What follows belongs to an exercise in optimizing a design on an open flow for small area, a short achievable clock period and few clock cycles; a production flow would make more cautious choices. The RTL was checked by simulation tests, not by an equivalence proof against the original design. Power and IR drop assume default switching activity.

==> flow/design.v <==
package rt_pkg;
    localparam int unsigned CAMERA_IW = 16;
    localparam int unsigned CAMERA_QW = 16;
    localparam int unsigned CAMERA_WL = CAMERA_IW + CAMERA_QW;
endpackage
module rt_rgu #(
    parameter int unsigned WL = rt_pkg::CAMERA_WL
) (
    input  logic [WL-1:0] base,
    input  logic [WL-1:0] delta,
    input  logic          cin,
    output logic [WL-1:0] next
);
    localparam int unsigned LV = $clog2(WL);
    logic [(LV+1)*WL-1:0] g, p;
    logic [WL-1:0]        hp;
    assign hp = base ^ delta;
    always_comb begin
        g = '0;
        p = '0;
        g[WL-1:0] = base & delta;
        p[WL-1:0] = hp;
        g[0] = (base[0] & delta[0]) | (hp[0] & cin);
        for (int l = 0; l < LV; l++) begin
            for (int i = 0; i < WL; i++) begin
                if (((i >> l) & 1) == 1) begin
                    g[(l+1)*WL + i] = g[l*WL + i]
                                    | (p[l*WL + i] & g[l*WL + ((i >> l) << l) - 1]);
                    p[(l+1)*WL + i] = p[l*WL + i] & p[l*WL + ((i >> l) << l) - 1];
                end else begin
                    g[(l+1)*WL + i] = g[l*WL + i];
                    p[(l+1)*WL + i] = p[l*WL + i];
                end
            end
        end
        next = hp ^ {g[LV*WL +: WL-1], cin};
    end
endmodule
module rt_frag_stream #(
    parameter int unsigned IW = rt_pkg::CAMERA_IW,
    parameter int unsigned QW = rt_pkg::CAMERA_QW
) (
    input  logic          clk,
    input  logic          resetn,
    input  logic          start,
    input  logic          abort,
    output logic          busy,
    output logic          done,
    input  logic [31:0]   image_width,
    input  logic [31:0]   image_height,
    input  logic [31:0]   camera_center_x,
    input  logic [31:0]   camera_center_y,
    input  logic [31:0]   camera_center_z,
    input  logic [31:0]   pixel_delta_u_x,
    input  logic [31:0]   pixel_delta_u_y,
    input  logic [31:0]   pixel_delta_u_z,
    input  logic [31:0]   pixel_delta_v_x,
    input  logic [31:0]   pixel_delta_v_y,
    input  logic [31:0]   pixel_delta_v_z,
    input  logic [31:0]   pixel_00_loc_x,
    input  logic [31:0]   pixel_00_loc_y,
    input  logic [31:0]   pixel_00_loc_z,
    output logic          m_valid,
    input  logic          m_ready,
    output logic [31:0]   m_data,
    output logic          m_last
);
    logic [IW-1:0] img_w, img_h;
    logic          unused_bits;
    logic busy_q, init_q, valid_q, done_q;
    logic          lc_q, lr_q, last_q, w1_q;
    logic [IW-1:0] xrem_q, yrem_q, w_q;
    logic [31:0]   acc_q, row_q, step_q;
    logic          idle, hs, adv, row_start, lc_a, lr_a;
    logic [IW-1:0] xdec, ydec;
    logic [31:0]   sum;
    assign img_w = image_width[QW +: IW];
    assign img_h = image_height[QW +: IW];
    assign unused_bits = ^{image_width[QW-1:0], image_height[QW-1:0],
                           camera_center_y, camera_center_z,
                           pixel_delta_u_y, pixel_delta_u_z,
                           pixel_delta_v_y, pixel_delta_v_z,
                           pixel_00_loc_y, pixel_00_loc_z};
    assign idle      = ~(init_q | valid_q);
    assign hs        = valid_q & m_ready;
    assign adv       = init_q | hs;
    assign row_start = init_q | lc_q;
    assign xdec      = xrem_q - IW'(1);
    assign ydec      = yrem_q - IW'(1);
    rt_rgu #(
        .WL (32)
    ) u_rgu (
        .base  (lc_q ? row_q : acc_q),
        .delta (step_q),
        .cin   (init_q),
        .next  (sum)
    );
    always_comb begin
        lc_a = lc_q ? w1_q : (xrem_q == IW'(2));
        lr_a = row_start ? (yrem_q == IW'(1)) : lr_q;
    end
    always_ff @(posedge clk or negedge resetn) begin
        if (!resetn) begin
            busy_q  <= 1'b0;
            init_q  <= 1'b0;
            valid_q <= 1'b0;
            done_q  <= 1'b0;
        end else begin
            done_q <= 1'b0;
            init_q <= 1'b0;
            if (abort) begin
                busy_q  <= 1'b0;
                valid_q <= 1'b0;
            end else if (!busy_q) begin
                if (start) begin
                    if (img_w != '0 && img_h != '0) begin
                        busy_q <= 1'b1;
                        init_q <= 1'b1;
                    end else begin
                        done_q <= 1'b1;
                    end
                end
            end else if (init_q) begin
                valid_q <= 1'b1;
            end else if (hs && last_q) begin
                busy_q  <= 1'b0;
                valid_q <= 1'b0;
                done_q  <= 1'b1;
            end
        end
    end
    always_ff @(posedge clk) begin
        step_q <= idle ? ~camera_center_x
                : ((adv ? lc_a : lc_q) ? pixel_delta_v_x : pixel_delta_u_x);
        if (idle) begin
            row_q  <= pixel_00_loc_x;
            w_q    <= img_w;
            w1_q   <= (img_w == IW'(1));
            yrem_q <= img_h;
            lc_q   <= 1'b1;
        end
        if (adv) begin
            acc_q  <= sum;
            xrem_q <= lc_q ? w_q : xdec;
        end
        if (!idle && adv) begin
            lc_q   <= lc_a;
            lr_q   <= lr_a;
            last_q <= lc_a & lr_a;
            if (row_start) begin
                row_q  <= sum;
                yrem_q <= ydec;
            end
        end
    end
    assign busy    = busy_q;
    assign done    = done_q;
    assign m_valid = valid_q;
    assign m_data  = acc_q;
    assign m_last  = last_q;
endmodule
Settings: LEC_CHECK=0, CAP_MARGIN=20, CORE_MARGIN=2, CORE_UTILIZATION=40, SLEW_MARGIN=20; clock period 10.0 ns.
standard.sh (not shown) runs the stock make flow with config.mk's settings and CLKGATE_MAP_FILE= SYNTH_SCRIPT=/design/flow/synth_recipe.tcl, a recipe that flattens the netlist after the stock synthesis.
==> flow/flow/run.sh <==
#!/bin/bash
# Standard ORFS layout with small port buffers, a compact clock tree and a
# tighter setup target for the resizer's timing repair. Each ORFS step keeps
# its full log under orfs/logs; make's own output goes to standard_make.log.
set -euo pipefail
export BUFFER_PORTS_ARGS="-buffer_cell sky130_fd_sc_hd__buf_1"
export CTS_ARGS="-sink_clustering_enable -repair_clock_nets -buf_list {sky130_fd_sc_hd__clkbuf_8 sky130_fd_sc_hd__clkbuf_16} -sink_clustering_size 30 -sink_clustering_max_diameter 100 -dont_use_dummy_load"
bash standard.sh BUFFER_PORTS_ARGS="$BUFFER_PORTS_ARGS" CTS_ARGS="$CTS_ARGS" SETUP_SLACK_MARGIN=6.7 finish > standard_make.log 2>&1
Testbench counts at the start, summed over its fixed seeds: cycles 25,740.
==> next run, changes <==
--- a/flow/design.v
+++ b/flow/design.v
@@ -68,9 +68,9 @@
     logic [IW-1:0] img_w, img_h;
     logic          unused_bits;
     logic busy_q, init_q, valid_q, done_q;
     logic          lc_q, lr_q, last_q, w1_q;
-    logic [IW-1:0] xrem_q, yrem_q, w_q;
+    logic [IW-1:0] xrem_q, yrem_q, wm1_q;
     logic [31:0]   acc_q, row_q, step_q;
     logic          idle, hs, adv, row_start, lc_a, lr_a;
     logic [IW-1:0] xdec, ydec;
     logic [31:0]   sum;
@@ -95,10 +95,16 @@
         .cin   (init_q),
         .next  (sum)
     );
     always_comb begin
-        lc_a = lc_q ? w1_q : (xrem_q == IW'(2));
-        lr_a = row_start ? (yrem_q == IW'(1)) : lr_q;
+        lc_a = (xrem_q == IW'(1));
+        lr_a = lr_q;
+        if (row_start) begin
+            lr_a = (yrem_q == IW'(1));
+        end
+        if (lc_q && !init_q) begin
+            lc_a = w1_q;
+        end
     end
     always_ff @(posedge clk or negedge resetn) begin
         if (!resetn) begin
             busy_q  <= 1'b0;
@@ -129,28 +135,35 @@
             end
         end
     end
     always_ff @(posedge clk) begin
-        step_q <= idle ? ~camera_center_x
-                : ((adv ? lc_a : lc_q) ? pixel_delta_v_x : pixel_delta_u_x);
         if (idle) begin
+            step_q <= ~camera_center_x;
             row_q  <= pixel_00_loc_x;
-            w_q    <= img_w;
-            w1_q   <= (img_w == IW'(1));
+            xrem_q <= img_w;
             yrem_q <= img_h;
             lc_q   <= 1'b1;
         end
         if (adv) begin
             acc_q  <= sum;
-            xrem_q <= lc_q ? w_q : xdec;
         end
         if (!idle && adv) begin
+            step_q <= lc_a ? pixel_delta_v_x : pixel_delta_u_x;
             lc_q   <= lc_a;
             lr_q   <= lr_a;
             last_q <= lc_a & lr_a;
             if (row_start) begin
                 row_q  <= sum;
                 yrem_q <= ydec;
+            end
+            if (init_q) begin
+                xrem_q <= xdec;
+                wm1_q  <= xdec;
+                w1_q   <= (xrem_q == IW'(1));
+            end else if (lc_q) begin
+                xrem_q <= wm1_q;
+            end else begin
+                xrem_q <= xdec;
             end
         end
     end
     assign busy    = busy_q;
Final area went up by about 5%.
Routed wire length came out higher by 9.3%.
First-iteration DRC count went up by 22%.
Total power came out higher by about 1.3%.
Clock-buffer cell count does not change.
Sequential power goes up by 3.4%.
Utilization went down by 0.74 points.
Setup slack is better by 0.070 ns.
Testbench counts after the change, summed over its fixed seeds: cycles 25,740.

[static timing again, ports no longer ideal]
No port has a modelled driver above. Below, the same layouts with a new extraction and two added sets of constraints. Step 1: set_driving_cell puts a clkbuf_16 on clk and a buf_2 on each other input, an assumption about the parent block. Step 2, shift: input delay + t, output delay - t, t = (earliest + latest rising clock arrival at the registers) / 2. This alone moves slack from input paths to output paths. Slacks: no drivers / after step 1 / after step 2; pairs: no drivers / after step 1.
run	shift t [ns]	setup WS [ns]	worst setup path after step 2	worst slew at a driven data input, ns	pins driven straight from the clock port
the first run	0.461	6.662 / 6.662 / 6.284	input to register	0.10	1
the second run	0.454	6.731 / 6.731 / 6.307	input to register	0.09	1
After both steps every run listed still meets setup and hold. The setup slack of the second run, which loses most, moves by 0.000 ns with the drivers and by -0.424 ns with both steps.
